Background: an optimization exercise with open tools, aiming at small area. Do not read the settings as production practice.
The RTL was checked by simulation tests, not by an equivalence proof against the original design.
Power is estimated from default activity; no workload was simulated.

==> flow/design.v <==
package flowCtrlPkg;
  localparam int DEST_W = 2;
  localparam int NUM_CH = 1 << DEST_W;
  typedef logic [NUM_CH-1:0] chMask_t;
  typedef enum logic [2:0] {
    stReset,
    stInit,
    stIdle,
    stActive,
    stPause,
    stContinue,
    stError
  } fsmState_e;
endpackage
`timescale 1ns/1ps
module syncFifo #(
  parameter int WORD_W     = 8,
  parameter int DEPTH      = 8,
  parameter int CNT_W      = 4,
  parameter bit GUARD_PUSH = 1'b1,   
  parameter bit GUARD_POP  = 1'b1    
) (
  input  logic              CLK,
  input  logic              arstN,
  input  logic              push,
  input  logic [WORD_W-1:0] pushData,
  input  logic              pop,
  output logic [WORD_W-1:0] popData,
  output logic [CNT_W-1:0]  count,
  output logic              empty,
  output logic              full
);
  logic [DEPTH-1:0][WORD_W-1:0] mem;
  logic [DEPTH-1:0]             hold;
  logic [DEPTH-1:0]             sel;
  logic                         doPush;
  logic                         doPop;
  assign empty  = (count == '0);
  assign full   = count[CNT_W-1];
  assign doPush = GUARD_PUSH ? (push && !full) : push;
  assign doPop  = GUARD_POP ? (pop && !empty) : pop;
  for (genvar i = 0; i < DEPTH; i++) begin : gEntry
    assign hold[i] = !doPush && (count > CNT_W'(i));
    assign sel[i]  = (count == CNT_W'(i + 1));
    if (i == 0) begin : gFirst
      always_ff @(posedge CLK) begin
        mem[i] <= ({WORD_W{doPush}} & pushData) | ({WORD_W{hold[i]}} & mem[i]);
      end
    end else begin : gNext
      always_ff @(posedge CLK) begin
        mem[i] <= ({WORD_W{doPush}} & mem[i-1]) | ({WORD_W{hold[i]}} & mem[i]);
      end
    end
  end
  always_comb begin
    popData = '0;
    for (int i = 0; i < DEPTH; i++) begin
      popData = popData | ({WORD_W{sel[i]}} & mem[i]);
    end
  end
  always_ff @(posedge CLK or negedge arstN) begin
    if (!arstN) begin
      count <= '0;
    end else begin
      case ({doPush, doPop})
        2'b10:   count <= count + 1'b1;
        2'b01:   count <= count - 1'b1;
        default: count <= count;
      endcase
    end
  end
endmodule
`timescale 1ns/1ps
module flowCtrlFsm #(
  parameter int DEPTH = 8,
  parameter int CNT_W = 4
) (
  input  logic                                      CLK,
  input  logic                                      arstN,
  input  logic                                      init,
  input  flowCtrlPkg::chMask_t                      inEmpty,
  input  flowCtrlPkg::chMask_t                      outFull,
  input  logic [flowCtrlPkg::NUM_CH-1:0][CNT_W-1:0] outCount,
  input  logic [CNT_W-1:0]                          lowThreshIn,
  input  logic [CNT_W-1:0]                          highThreshIn,
  output flowCtrlPkg::chMask_t                      outPaused,
  output logic                                      arbEnable,
  output logic                                      initBusy,
  output logic                                      idle,
  output flowCtrlPkg::chMask_t                      stbPause,
  output flowCtrlPkg::chMask_t                      stbContinue,
  output flowCtrlPkg::chMask_t                      error,
  output flowCtrlPkg::fsmState_e                    state
);
  flowCtrlPkg::fsmState_e nextState;
  flowCtrlPkg::chMask_t   almostFull;
  flowCtrlPkg::chMask_t   almostEmpty;
  flowCtrlPkg::chMask_t   afPrev;
  flowCtrlPkg::chMask_t   aePrev;
  flowCtrlPkg::chMask_t   pausedQ;
  flowCtrlPkg::chMask_t   pauseRise;
  flowCtrlPkg::chMask_t   contRise;
  logic [CNT_W-1:0]       lowThresh;
  logic [CNT_W-1:0]       highThresh;
  logic                   eventsOn;
  logic                   runNext;
  always_comb begin
    for (int d = 0; d < flowCtrlPkg::NUM_CH; d++) begin
      almostFull[d]  = (outCount[d] >= highThresh);
      almostEmpty[d] = (outCount[d] <= lowThresh);
    end
  end
  assign eventsOn = (state == flowCtrlPkg::stActive) || (state == flowCtrlPkg::stPause) ||
                    (state == flowCtrlPkg::stContinue);
  assign arbEnable = eventsOn || (state == flowCtrlPkg::stIdle);
  assign runNext = (nextState == flowCtrlPkg::stIdle) || (nextState == flowCtrlPkg::stActive) ||
                   (nextState == flowCtrlPkg::stPause) || (nextState == flowCtrlPkg::stContinue);
  assign initBusy = (state == flowCtrlPkg::stInit);
  assign pauseRise = eventsOn ? (almostFull & ~afPrev & ~pausedQ) : '0;
  assign contRise  = eventsOn ? (almostEmpty & ~aePrev & pausedQ) : '0;
  assign outPaused = pausedQ;
  always_comb begin
    nextState = state;
    case (state)
      flowCtrlPkg::stReset: begin
        nextState = flowCtrlPkg::stInit;
      end
      flowCtrlPkg::stInit: begin
        if (!init) begin
          nextState = flowCtrlPkg::stIdle;
        end
      end
      flowCtrlPkg::stIdle: begin
        if (|outFull) begin
          nextState = flowCtrlPkg::stError;
        end else if (!(&inEmpty)) begin
          nextState = flowCtrlPkg::stActive;
        end
      end
      flowCtrlPkg::stActive, flowCtrlPkg::stPause, flowCtrlPkg::stContinue: begin
        if (|outFull) begin
          nextState = flowCtrlPkg::stError;
        end else if (|pauseRise) begin
          nextState = flowCtrlPkg::stPause;
        end else if (|contRise) begin
          nextState = flowCtrlPkg::stContinue;
        end else begin
          nextState = flowCtrlPkg::stActive;
        end
      end
      flowCtrlPkg::stError: begin
        nextState = flowCtrlPkg::stError;
      end
      default: begin
        nextState = flowCtrlPkg::stReset;
      end
    endcase
  end
  always_ff @(posedge CLK or negedge arstN) begin
    if (!arstN) begin
      state       <= flowCtrlPkg::stReset;
      stbPause    <= '0;
      stbContinue <= '0;
      pausedQ     <= '0;
      error       <= '0;
      afPrev      <= '0;
      aePrev      <= '0;
      idle        <= 1'b0;
      lowThresh   <= '0;
      highThresh  <= CNT_W'(DEPTH);
    end else begin
      state       <= nextState;
      stbPause    <= pauseRise;
      stbContinue <= contRise;
      pausedQ     <= (pausedQ | pauseRise) & ~contRise;
      error       <= error | outFull;
      idle        <= runNext && (&inEmpty);
      if (eventsOn) begin
        afPrev <= almostFull;
        aePrev <= almostEmpty;
      end
      if (state == flowCtrlPkg::stInit) begin
        lowThresh  <= lowThreshIn;
        highThresh <= (highThreshIn > CNT_W'(DEPTH)) ? CNT_W'(DEPTH) : highThreshIn;
      end
    end
  end
endmodule
`timescale 1ns/1ps
module rrArbiter #(
  parameter int WORD_W = 8
) (
  input  logic                                       CLK,
  input  logic                                       arstN,
  input  logic                                       enable,
  input  flowCtrlPkg::chMask_t                       inEmpty,
  input  logic [flowCtrlPkg::NUM_CH-1:0][WORD_W-1:0] inHead,
  output flowCtrlPkg::chMask_t                       inPop,
  input  flowCtrlPkg::chMask_t                       outBlocked,
  output flowCtrlPkg::chMask_t                       outPush,
  output logic [WORD_W-1:0]                          outWord,
  output flowCtrlPkg::chMask_t                       creditReturn
);
  localparam int IDX_W = $clog2(flowCtrlPkg::NUM_CH);
  flowCtrlPkg::chMask_t eligible;
  logic [IDX_W-1:0]     lastGrant;
  logic                 grantedQ;
  logic [IDX_W-1:0]     grant;
  logic [IDX_W-1:0]     idx;
  logic                 found;
  always_comb begin
    for (int i = 0; i < flowCtrlPkg::NUM_CH; i++) begin
      eligible[i] = enable && !inEmpty[i]
                    && !outBlocked[inHead[i][WORD_W-1 -: flowCtrlPkg::DEST_W]];
    end
  end
  always_comb begin
    found = 1'b0;
    grant = lastGrant;
    for (int k = 1; k <= flowCtrlPkg::NUM_CH; k++) begin
      idx = lastGrant + IDX_W'(k);
      if (!found && eligible[idx]) begin
        found = 1'b1;
        grant = idx;
      end
    end
  end
  always_comb begin
    inPop   = '0;
    outPush = '0;
    outWord = '0;
    for (int i = 0; i < flowCtrlPkg::NUM_CH; i++) begin
      if (found && grant == IDX_W'(i)) begin
        inPop[i] = 1'b1;
        outWord  = inHead[i];
      end
    end
    if (found) begin
      outPush[outWord[WORD_W-1 -: flowCtrlPkg::DEST_W]] = 1'b1;
    end
  end
  always_comb begin
    creditReturn = '0;
    creditReturn[lastGrant] = grantedQ;
  end
  always_ff @(posedge CLK or negedge arstN) begin
    if (!arstN) begin
      lastGrant <= IDX_W'(flowCtrlPkg::NUM_CH - 1);
      grantedQ  <= 1'b0;
    end else begin
      grantedQ <= found;
      if (found) begin
        lastGrant <= grant;
      end
    end
  end
endmodule
`timescale 1ns/1ps
module vcSwitch #(
  parameter int WORD_W = 8,
  parameter int DEPTH  = 8,
  parameter int CNT_W  = $clog2(DEPTH + 1)
) (
  input  logic                                       CLK,
  input  logic                                       arstN,
  input  logic                                       init,
  input  logic [CNT_W-1:0]                           lowThreshIn,
  input  logic [CNT_W-1:0]                           highThreshIn,
  input  flowCtrlPkg::chMask_t                       inPush,
  input  logic [flowCtrlPkg::NUM_CH-1:0][WORD_W-1:0] inData,
  output flowCtrlPkg::chMask_t                       creditReturn,
  input  flowCtrlPkg::chMask_t                       outPop,
  output logic [flowCtrlPkg::NUM_CH-1:0][WORD_W-1:0] outData,
  output flowCtrlPkg::chMask_t                       outEmpty,
  output logic                                       idle,
  output logic                                       initBusy,
  output flowCtrlPkg::chMask_t                       stbPause,
  output flowCtrlPkg::chMask_t                       stbContinue,
  output flowCtrlPkg::chMask_t                       error,
  output flowCtrlPkg::fsmState_e                     state
);
  localparam int PAY_W = WORD_W - flowCtrlPkg::DEST_W;
  flowCtrlPkg::chMask_t                       inEmpty;
  flowCtrlPkg::chMask_t                       inPop;
  flowCtrlPkg::chMask_t                       outPush;
  logic [flowCtrlPkg::NUM_CH-1:0][WORD_W-1:0] inHead;
  logic [WORD_W-1:0]                          outWord;
  logic [flowCtrlPkg::NUM_CH-1:0][CNT_W-1:0]  outCount;
  logic                                       arbEnable;
  flowCtrlPkg::chMask_t                       outFull;
  flowCtrlPkg::chMask_t                       outPaused;
  for (genvar ch = 0; ch < flowCtrlPkg::NUM_CH; ch++) begin : gChan
    logic [PAY_W-1:0] outPayload;
    syncFifo #(.WORD_W(WORD_W), .DEPTH(DEPTH), .CNT_W(CNT_W),
               .GUARD_PUSH(1'b1), .GUARD_POP(1'b0)) inFifo_i (
      .CLK(CLK), .arstN(arstN),
      .push(inPush[ch]), .pushData(inData[ch]),
      .pop(inPop[ch]), .popData(inHead[ch]),
      .count(), .empty(inEmpty[ch]), .full()
    );
    syncFifo #(.WORD_W(PAY_W), .DEPTH(DEPTH), .CNT_W(CNT_W),
               .GUARD_PUSH(1'b0), .GUARD_POP(1'b1)) outFifo_i (
      .CLK(CLK), .arstN(arstN),
      .push(outPush[ch]), .pushData(outWord[PAY_W-1:0]),
      .pop(outPop[ch]), .popData(outPayload),
      .count(outCount[ch]), .empty(outEmpty[ch]), .full(outFull[ch])
    );
    assign outData[ch] = {flowCtrlPkg::DEST_W'(ch), outPayload};
  end
  rrArbiter #(.WORD_W(WORD_W)) rrArbiter_i (
    .CLK(CLK), .arstN(arstN),
    .enable(arbEnable),
    .inEmpty(inEmpty), .inHead(inHead), .inPop(inPop),
    .outBlocked(outPaused | outFull),
    .outPush(outPush), .outWord(outWord),
    .creditReturn(creditReturn)
  );
  flowCtrlFsm #(.DEPTH(DEPTH), .CNT_W(CNT_W)) flowCtrlFsm_i (
    .CLK(CLK), .arstN(arstN),
    .init(init), .inEmpty(inEmpty),
    .outFull(outFull), .outCount(outCount),
    .lowThreshIn(lowThreshIn), .highThreshIn(highThreshIn),
    .outPaused(outPaused),
    .arbEnable(arbEnable), .initBusy(initBusy), .idle(idle),
    .stbPause(stbPause), .stbContinue(stbContinue),
    .error(error), .state(state)
  );
endmodule
==> flow/run.sh <==
#!/bin/bash
# synth_recipe.tcl (not shown) runs the flow's synth.tcl, then flattens the netlist and writes it again
# the make line also repeats each setting of config.mk as NAME=value (left out here)
make -C /OpenROAD-flow-scripts/flow DESIGN_CONFIG=/design/flow/config.mk WORK_HOME=/design/flow/orfs CLKGATE_MAP_FILE= SYNTH_SCRIPT=/design/flow/synth_recipe.tcl finish
==> flow/config.mk <==
export PLATFORM = sky130hd
export DESIGN_NAME = vcSwitch
export DESIGN_NICKNAME = vcSwitch
export VERILOG_FILES = /design/flow/design.v
export SDC_FILE = /design/flow/constraint.sdc
export NUM_CORES = 4
export LEC_CHECK = 0
export CAP_MARGIN = 20
export CORE_MARGIN = 2
export CORE_UTILIZATION = 40
export SLEW_MARGIN = 20
==> flow/constraint.sdc <==
create_clock -name core_clock -period 5.0 [get_ports {CLK}]
set_input_delay 1.0000 -clock core_clock [delete_from_list [all_inputs] [get_ports {CLK}]]
set_output_delay 1.0000 -clock core_clock [all_outputs]
set_load 0.01 [all_outputs]
==> results.tsv <==
stage	metric	value	unit
run_status	status	no timing/DRC/antenna violations	
placed_design	dp_hpwl	46.1	mm
critical_path	cp_max_fo	6	
layout	drive_gt1_frac	0.0952	
grt	overflow	0	
logic_synthesis	ys.flop_type	dfxtp_1	
logic_synthesis	synthAdderAreaFrac	0.0400	
detailed_routing	wl_met1	30.9	mm
detailed_routing	finalWirelength	69.1	mm
grt	grt_max_degree	74	
grt	antenna_found_initial	1	
sta	max_slew_margin	0.273	
detailed_routing	via_count	20500	
logic_synthesis	synth-simple-area-share	0.153	
clock_tree	cts_buffer_depth	3	
detailed_routing	vias_per_cell	5.96	
critical_path	cp-start-kind	flip-flop	
logic_synthesis	synth_cell_type_count	77	
logic_synthesis	synth_mux_area_frac	0.0340	
die	die-area	61300	sq um
logic_synthesis	synth_compound_area_frac	0.264	
sta	worst_slew_pin_slew	1.09	ns
logic_synthesis	avgSynthCellArea	9.25	sq um
die	io_pins	108	
pwr	internal-power	9.60	mW
die	start_util	0.403	
clock_tree	cts_max_level	2	
sta	tns	0	ns
grt	grt_use_total	0.220	
die	fp.dieW	248	microns
sta	min_period	4.85	ns
pwr	swShare	0.387	
layout	diodes	0	
grt	grt_pass1_wl	109	mm
critical_path	cp.required	5.53	ns
sta	clock.fmax	0.206	GHz
detailed_routing	highest_layer	met5	
clock_tree	clk_pin_slew_worst_paths	0.06	ns
die	core_area	58900	sq um
detailed_routing	wl_met2	31.6	mm
placed_design	io_buffer_count	99	
critical_path	worstSetupEndpointType	flip-flop	
detailed_routing	drtPass1Iterations	7	
pwr	net-switching-power	6.05	mW
detailed_routing	drc	0	
clock_tree	numCtsBuffers	57	
logic_synthesis	yosysWarnings	4	
layout	utilization	0.468	
layout	area_delta_synth_final	16.2	%
sta	setup_viol	0	
logic_synthesis	synth_edf_count	0	
hold_path	hold_class	in -> async	
clock_tree	worstSkewPairLatency	0.61	ns
critical_path	worstRegToRegCells	18	
logic_synthesis	synth_top_family_by_area	compound AO/OA/AOI/OAI gates	
placed_design	dp_cells	3318	
layout	final_cell_mix	dfxtp_1 (448), nand2_1 (291), a22o_1 (277), o21ai_0 (191), nand3_1 (161)	
die	die_h	248	microns
grt	grt_pass1_vias	19300	
logic_synthesis	synthArstFlopShare	0.137	
logic_synthesis	ys_seq_elements	519	
critical_path	cp.arrival	5.38	ns
sta	period_share	0.970	
layout	num-nets-final	2735	
pwr	p_per_area	567	nW/um^2
sta	finalMaxSlewViolations	0	
sta	hold_viol_final	0	
logic_synthesis	ys_seq_area_frac	0.453	
pwr	p_leak	10.4	nW
pwr	clkPwrFrac	0.279	
layout	final_common_cell	dfxtp_1	
clock_tree	cts_tree	yes	
pwr	seqPwrFrac	0.386	
layout	final_cell_count_no_fill	3430	
logic_synthesis	syn_inst	2566	
pwr	peakVddDrop	0.335	mV
logic_synthesis	syn_area	23700	sq um
logic_synthesis	synthXorXnorAreaFrac	0.0122	
detailed_routing	wl_met3	4.71	mm
clock_tree	cts.sinks	519	
placed_design	place_congestion	0.871	
pwr	p_comb_frac	0.334	
clock_tree	cts_root_buf	clkbuf_16	
sta	finClkSkew	0.0150	ns
detailed_routing	antenna_left	0	
clock_tree	ctsHoldBuffers	0	
detailed_routing	wire_per_inst	20.2	microns
detailed_routing	drt_iter0_drc	2186	
die	core.rowCount	89	
critical_path	worstSetupPathType	reg -> reg	
job	drv_cap	0	
[power by group through the flow]
stage	combinational, mW	sequential, mW	clock, mW
CTS	5.17	6.01	4.46
floorplan	3.76	5.59	0
global placement	5.04	6.08	0
global route	5.67	6.17	4.62
detailed placement	5.14	6.08	0
finish	5.23	6.05	4.37
[Yosys cell counts (all sizes together) (5+ instances only)]
| master | instances | area (sq um) |
|---|---|---|
| and3 | 19 | 119 |
| o211ai | 47 | 353 |
| mux2i | 59 | 591 |
| inv | 49 | 184 |
| a41o | 5 | 50.1 |
| a21o | 14 | 105 |
| nor3b | 9 | 72.6 |
| dfrtp | 68 | 1700 |
| nand2 | 292 | 1100 |
| or2 | 12 | 75.1 |
| nor3 | 27 | 135 |
| o21a | 5 | 37.5 |
| nor4 | 13 | 81.3 |
| a21oi | 67 | 335 |
| nand4b | 16 | 140 |
| o21bai | 7 | 52.6 |
| buf | 50 | 277 |
| o22ai | 11 | 68.8 |
| a211o | 6 | 52.6 |
| xnor2 | 19 | 166 |
| a32oi | 20 | 175 |
| a22oi | 42 | 320 |
| a221o | 11 | 110 |
| nand3b | 15 | 113 |
| nor2b | 37 | 231 |
| clkbuf | 152 | 571 |
| ha | 76 | 951 |
| nor2 | 110 | 413 |
| mux2 | 17 | 195 |
| nand3 | 161 | 806 |
| a222oi | 28 | 280 |
| a22o | 277 | 2430 |
| nand2b | 20 | 125 |
| a211oi | 29 | 223 |
| a221oi | 29 | 254 |
| xor2 | 14 | 123 |
| and2 | 14 | 87.6 |
| a31oi | 15 | 93.8 |
| o21ai | 195 | 976 |
| dfxtp | 448 | 8970 |
| a32o | 8 | 80.1 |
[cell type report]
type	instances	area, sq um
sequential	519	10800
timing repair buffer	179	1590
fill	5485	31300
tap	773	967
multi-input combinational	1800	12100
inverter	51	191
clock inverter	19	199
clock buffer	89	1780
[flip-flops by register name (all words and copies together) (netlist names)]
register / cells
gChan.outFifo_i.mem: 192
gChan.inFifo_i.mem: 256
flowCtrlFsm_i.pausedQ: 4
flowCtrlFsm_i.afPrev: 4
rrArbiter_i.grantedQ: 1
gChan.outFifo_i.count: 16
flowCtrlFsm_i.stbContinue: 4
flowCtrlFsm_i.state: 3
flowCtrlFsm_i.lowThresh: 4
flowCtrlFsm_i.error: 4
flowCtrlFsm_i.idle: 1
rrArbiter_i.lastGrant: 2
gChan.inFifo_i.count: 16
flowCtrlFsm_i.highThresh: 4
flowCtrlFsm_i.aePrev: 4
flowCtrlFsm_i.stbPause: 4
[final timing paths]
path / start / to / slack [ns]
setup / recovery: gChan[1].inFifo_i.count[1] / gChan[1].outFifo_i.count[3] / 0.15
min in group core_clock: gChan[3].inFifo_i.mem[56] / gChan[3].inFifo_i.mem[56] / 0.45
setup reg to reg: gChan[1].inFifo_i.count[1] / gChan[1].outFifo_i.count[3] / 0.15
hold / removal: arstN / flowCtrlFsm_i.error[3] / 0.43
max in group asynchronous: arstN / gChan[3].inFifo_i.count[1] / 4.00
hold reg to reg: gChan[3].inFifo_i.mem[56] / gChan[3].inFifo_i.mem[56] / 0.45
[timing repair]
action | 4_1_cts | 5_1_grt
gates resized for setup | 0 | 18
setup endpoints to repair | 0 | 60
buffers inserted | 0 | 4
[layer usage]
metal | global-route usage | vias up
li1 | - | 9658
met1 | 0.303 | 9915
met2 | 0.348 | 749
met3 | 0.0383 | 128
met4 | 0.0741 | 2
met5 | 0 | -
[critical path, stage by stage (launching register included)]
cell	delay [ns]
dfrtp_2	0.40
inv_1	0.09
ha_1	0.25
a221oi_2	0.30
a211oi_1	0.09
a211oi_2	0.30
mux2_2	0.38
mux2_2	0.27
a41o_1	0.24
o32ai_2	0.26
a21o_1	0.25
and2_1	0.19
mux2_2	0.35
and2_1	0.19
inv_1	0.08
ha_2	0.22
or4b_2	0.59
a21oi_1	0.17
xnor2_1	0.13
[kinds of logic after synthesis]
family / after synthesis
other: 2
AOI/OAI and AO/OA: 845
adders and majority gates: 76
buffers and inverters: 253
muxes: 77
and+or+nand+nor: 761
DFF: 519
xor gates and xnor gates: 33
[per-stage QoR]
stage               setup WS, ns  cell area [sq um]  power [mW]  hold slack [ns]
global placement           0.229              25500        11.1            0.430
CTS                       0.0287              27500        15.6            0.455
detailed placement        0.0865              25500        11.2            0.439
floorplan                0.00808              23800        9.35            0.414
finish                     0.151              27600        15.7            0.428
global route             -0.0495              27600        16.5            0.473

==> re-timing with driven ports <==
The flow's constraints put no driver on any port. The routed layout listed below was extracted and timed again, unchanged, in two steps. Step 1: set_driving_cell puts a clkbuf_16 on CLK and a buf_2 on each other input, an assumption about the parent block. Step 2 moves the port delays by t, midway between the first and last clock arrival at a register: inputs arrive t later, outputs are due t later. That takes back most of the time a late clock gives input paths. a / b / c = ideal / step 1 / step 2; a / b = the first two.
t, ns: 0.665
setup slack, ns: 0.151 / 0.151 / 0.151
slew at the worst register clock pin (ns): 0.07 / 0.07
After both steps this run still meets setup and hold. For this run, drivers alone change the setup slack by 0.000 ns; drivers and shift together by 0.000 ns.
